Background: an optimization exercise with open tools, aiming at small area, a short achievable clock period and few clock cycles per item. Do not read the settings as production practice. Where RTL was checked, it was by simulation tests only, not by an equivalence proof against the original. Power is estimated from default activity; no workload was simulated.

Setup of the reference run:
// risc14Exec
module risc14Exec
(
	input wire logic Clock_not,
	input wire logic rstN,
	input wire logic psel,
	input wire logic penable,
	input wire logic pwrite,
	input wire logic [8-1:0] paddr,
	input wire logic [32-1:0] pwdata,
	output logic [32-1:0] prdata,
	output logic pready,
	output logic pslverr
);
	localparam logic [3:0] K_CPY = 4'd0;   
	localparam logic [3:0] K_ADD = 4'd1;   
	localparam logic [3:0] K_VEC = 4'd2;   
	localparam logic [3:0] K_MULF = 4'd3;  
	localparam logic [3:0] K_NOT = 4'd4;
	localparam logic [3:0] K_AND = 4'd5;
	localparam logic [3:0] K_OR = 4'd6;
	localparam logic [3:0] K_XOR = 4'd7;
	localparam logic [3:0] K_SRL = 4'd8;
	localparam logic [3:0] K_SRA = 4'd9;
	localparam logic [3:0] K_ROTL = 4'd10;
	localparam logic [3:0] K_ROTR = 4'd11;
	localparam logic [3:0] K_NONE = 4'd15;  
	logic [14-1:0] regFile [0:16-1];
	logic [12-1:0] statusReg;
	logic [14-1:0] opA;  
	logic [14-1:0] opB;  
	logic [4-1:0] destIdx;
	logic [3:0] kOp;
	logic isSub;
	logic commit;   
	logic mulBusy;  
	logic errQ;
  ...
Size in the first run: ~280 flip-flops, about 79 I/O pins.
==> flow/config.mk <==
export PLATFORM = sky130hd
export DESIGN_NAME = risc14Exec
export DESIGN_NICKNAME = risc14Exec
export VERILOG_FILES = /design/flow/design.v
export SDC_FILE = /design/flow/constraint.sdc
export NUM_CORES = 4
export LEC_CHECK = 0
export ABC_AREA = 1
export CAP_MARGIN = 20
export CORE_MARGIN = 2
export CORE_UTILIZATION = 50
export SETUP_SLACK_MARGIN = 5.0
export SLEW_MARGIN = 20
export TNS_END_PERCENT = 1
==> flow/constraint.sdc <==
create_clock -name core_clock -period 7.5 [get_ports {Clock_not}]
set_input_delay 1.5000 -clock core_clock [delete_from_list [all_inputs] [get_ports {Clock_not}]]
set_output_delay 1.5000 -clock core_clock [all_outputs]
set_load 0.01 [all_outputs]
standard.sh (not shown) runs the stock make flow with config.mk's settings and CLKGATE_MAP_FILE= SYNTH_SCRIPT=/design/flow/synth_recipe.tcl, a recipe that flattens the netlist after the stock synthesis.
==> flow/flow/run.sh <==
#!/bin/bash
# Standard layout, with the port buffers made from plain buffers instead of
# the cell buffer_ports picks by default (often a delay cell).
set -e
cp standard.sh standard.sh.txt 2>/dev/null || true
export BUFFER_PORTS_ARGS="-buffer_cell sky130_fd_sc_hd__buf_4"
bash standard.sh > standard.log 2>&1
Testbench counts of the reference run, summed over its fixed seeds: cycles 19,530, transfers 9,600.
The inputs of the trial run differ from those of the reference run as listed below.
-- flow/design.v --
<<< the reference run, line 241
	localparam logic [3:0] K_ROTL = 4'd10;
	localparam logic [3:0] K_ROTR = 4'd11;
	localparam logic [3:0] K_NONE = 4'd15;  
	logic [14-1:0] regFile [0:16-1];
	logic [12-1:0] statusReg;
>>> the trial run, line 241
	localparam logic [3:0] K_ROTL = 4'd10;
	localparam logic [3:0] K_ROTR = 4'd11;
	logic [14-1:0] regFile [0:16-1];
	logic [12-1:0] statusReg;
<<< the reference run, line 247
	logic [14-1:0] opB;  
	logic [4-1:0] destIdx;
	logic [3:0] kOp;
	logic isSub;
	logic commit;   
>>> the trial run, line 246
	logic [14-1:0] opB;  
	logic [4-1:0] destIdx;
	logic selAdd, selProp, selGen, selShr, selRotl, selNot, selCpy;
	logic isVec, fillRot, fillSign;
	logic wrCV, wrNZ, wrLane;
	logic isSub;
	logic commit;   
<<< the reference run, line 333
		destIdx <= hostWrite ? wordIdx[4-1:0] : pwdata[7:4];
		isSub <= ~hostWrite & ((opc == 6'h06) | (opc == 6'h08) | (opc == 6'h18));
		kOp <= ~rstN ? K_NONE : (mulBusy ? K_MULF : (hostWrite ? K_CPY : kNew));
		opA <= nextA;
		opB <= nextB;
	end
	logic isVec;
	logic [14-1:0] bx, prop, gen;
	logic gapX, gapY;
	logic [16:0] sum;
	logic [14-1:0] addRes;
	assign isVec = (kOp == K_VEC);
	assign bx = opB ^ {14{isSub}};
	assign prop = opA ^ bx;
>>> the trial run, line 334
		destIdx <= hostWrite ? wordIdx[4-1:0] : pwdata[7:4];
		isSub <= ~hostWrite & ((opc == 6'h06) | (opc == 6'h08) | (opc == 6'h18));
		selAdd <= rstN & (mulBusy | (~hostWrite & ((kNew == K_ADD) | (kNew == K_VEC))));
		selProp <= rstN & ~mulBusy & ~hostWrite & ((kNew == K_XOR) | (kNew == K_OR));
		selGen <= rstN & ~mulBusy & ~hostWrite & ((kNew == K_AND) | (kNew == K_OR));
		selShr <= rstN & ~mulBusy & ~hostWrite & ((kNew == K_SRL) | (kNew == K_SRA) | (kNew == K_ROTR));
		selRotl <= rstN & ~mulBusy & ~hostWrite & (kNew == K_ROTL);
		selNot <= rstN & ~mulBusy & ~hostWrite & (kNew == K_NOT);
		selCpy <= rstN & ~mulBusy & (hostWrite | (kNew == K_CPY));
		isVec <= ~mulBusy & ~hostWrite & (kNew == K_VEC);
		fillRot <= (kNew == K_ROTR);
		fillSign <= (kNew == K_SRA);
		wrCV <= setup & instrExec & (kNew == K_ADD);
		wrNZ <= mulBusy | (setup & instrExec & ~isMul & ((kNew == K_ADD) | (kNew == K_NOT)
			| (kNew == K_AND) | (kNew == K_OR) | (kNew == K_XOR)));
		wrLane <= setup & instrExec & (kNew == K_VEC);
		opA <= nextA;
		opB <= nextB;
	end
	logic [14-1:0] bx, prop, gen;
	logic gapX, gapY;
	logic [16:0] sum;
	logic [14-1:0] addRes;
	assign bx = opB ^ {14{isSub}};
	assign prop = opA ^ bx;
<<< the reference run, line 355
	logic [27:0] rotl;
	assign shamt = opB[1:0];
	assign fill = (kOp == K_ROTR) ? opA[2:0] : ((kOp == K_SRA) ? {3{opA[13]}} : 3'b000);
	assign shrOut = {fill, opA} >> shamt;
	assign rotl = {opA, opA} << shamt;
	logic selAdd, selProp, selGen, selShr, selRotl, selNot, selCpy;
	assign selAdd = ((kOp == K_ADD) | (kOp == K_VEC) | (kOp == K_MULF));
	assign selProp = ((kOp == K_XOR) | (kOp == K_OR));
	assign selNot = (kOp == K_NOT);
	assign selCpy = (kOp == K_CPY);
	assign selGen = ((kOp == K_AND) | (kOp == K_OR));
	assign selShr = ((kOp == K_SRL) | (kOp == K_SRA) | (kOp == K_ROTR));
	assign selRotl = (kOp == K_ROTL);
	logic [14-1:0] result, otherRes;
	assign otherRes = ({14{selProp}} & prop)
>>> the trial run, line 367
	logic [27:0] rotl;
	assign shamt = opB[1:0];
	assign fill = fillRot ? opA[2:0] : (fillSign ? {3{opA[13]}} : 3'b000);
	assign shrOut = {fill, opA} >> shamt;
	assign rotl = {opA, opA} << shamt;
	logic [14-1:0] result, otherRes;
	assign otherRes = ({14{selProp}} & prop)
<<< the reference run, line 382
	logic zLo, zHi;
	logic flagC, flagV, loC, loV;
	logic wrCV, wrNZ, wrLane;
	assign zLo = (zLoAdd | ~selAdd) & (otherRes[6:0] == '0);
	assign zHi = (zHiAdd | ~selAdd) & (otherRes[13:7] == '0);
>>> the trial run, line 386
	logic zLo, zHi;
	logic flagC, flagV, loC, loV;
	assign zLo = (zLoAdd | ~selAdd) & (otherRes[6:0] == '0);
	assign zHi = (zHiAdd | ~selAdd) & (otherRes[13:7] == '0);
<<< the reference run, line 389
	assign loC = sum[8] ^ isSub;
	assign loV = (opA[6] == bx[6]) & (addRes[6] != opA[6]);
	assign wrCV = commit & (kOp == K_ADD);
	assign wrNZ = commit & ((kOp == K_ADD) | (kOp == K_MULF) | (kOp == K_NOT)
		| (kOp == K_AND) | (kOp == K_OR) | (kOp == K_XOR));
	assign wrLane = commit & isVec;
	always_ff @(posedge Clock_not) begin
		for (int i = 0; i < 16; i++) begin
>>> the trial run, line 392
	assign loC = sum[8] ^ isSub;
	assign loV = (opA[6] == bx[6]) & (addRes[6] != opA[6]);
	always_ff @(posedge Clock_not) begin
		for (int i = 0; i < 16; i++) begin
==> comparison <==
- register to register as the category of the critical setup timing path was reported by the reference run, and input pin to register by the trial run.
- The trial run vs. the reference run: global routing usage on met1 comparable, max-slew headroom at the worst pin now larger, sequential logic power now smaller.
- The trial run ended with more setup slack at placement than the reference run.
- Share of total power in sequential cells (lower): the reference run
- Looking at area of the multi-input gates across the reference run and the trial run, the one that comes out lower is the reference run.
- The reference run has lower register bit total from synthesis than the trial run.
- In the trial run, the non-clock buffer count came out about 6% above the value in the reference run.
- Measured against the trial run, the total design power of the reference run comes out at 1.11 times the reference value.
- Taking the reference run as the reference, in the trial run largest fanout of any net on the critical path higher, peak ir drop on the vdd network roughly the same, achievable frequency roughly the same.
- The trial run: die area is 280 sq um higher than what the reference run reported.
Only the layout flow was run in the trial run; the RTL was not checked for function there.

what the ideal ports hide:
The results above use ideal ports. As a check the final layouts listed here were re-extracted and re-timed, cells and wires unchanged. Step 1: set_driving_cell puts a clkbuf_16 on Clock_not and a buf_2 on each other input, an assumption about the parent block. Step 2 adds t to the input delays and takes it off the output delays; t is the mean of the earliest and latest rising clock arrival at the registers after step 1. Input paths then give back, and output paths get back, about the clock's delay inside the block. Slacks: ideal / step 1 / step 2; pairs: ideal / step 1.
run | shift t [ns] | setup slack, ns | clock arrival spread, ns | slew at the worst register clock pin (ns) | worst data-port slew with drivers (ns)
the reference run | 0.623 | 4.528 / 4.528 / 3.976 | 0.020 / 0.020 | 0.07 / 0.07 | 0.06
the trial run | 0.632 | 4.525 / 4.552 / 3.920 | 0.022 / 0.022 | 0.08 / 0.08 | 0.04
After both steps setup and hold are still met in every run listed. For the trial run, which loses most, drivers alone change the setup slack by +0.027 ns; drivers and shift together by -0.605 ns.
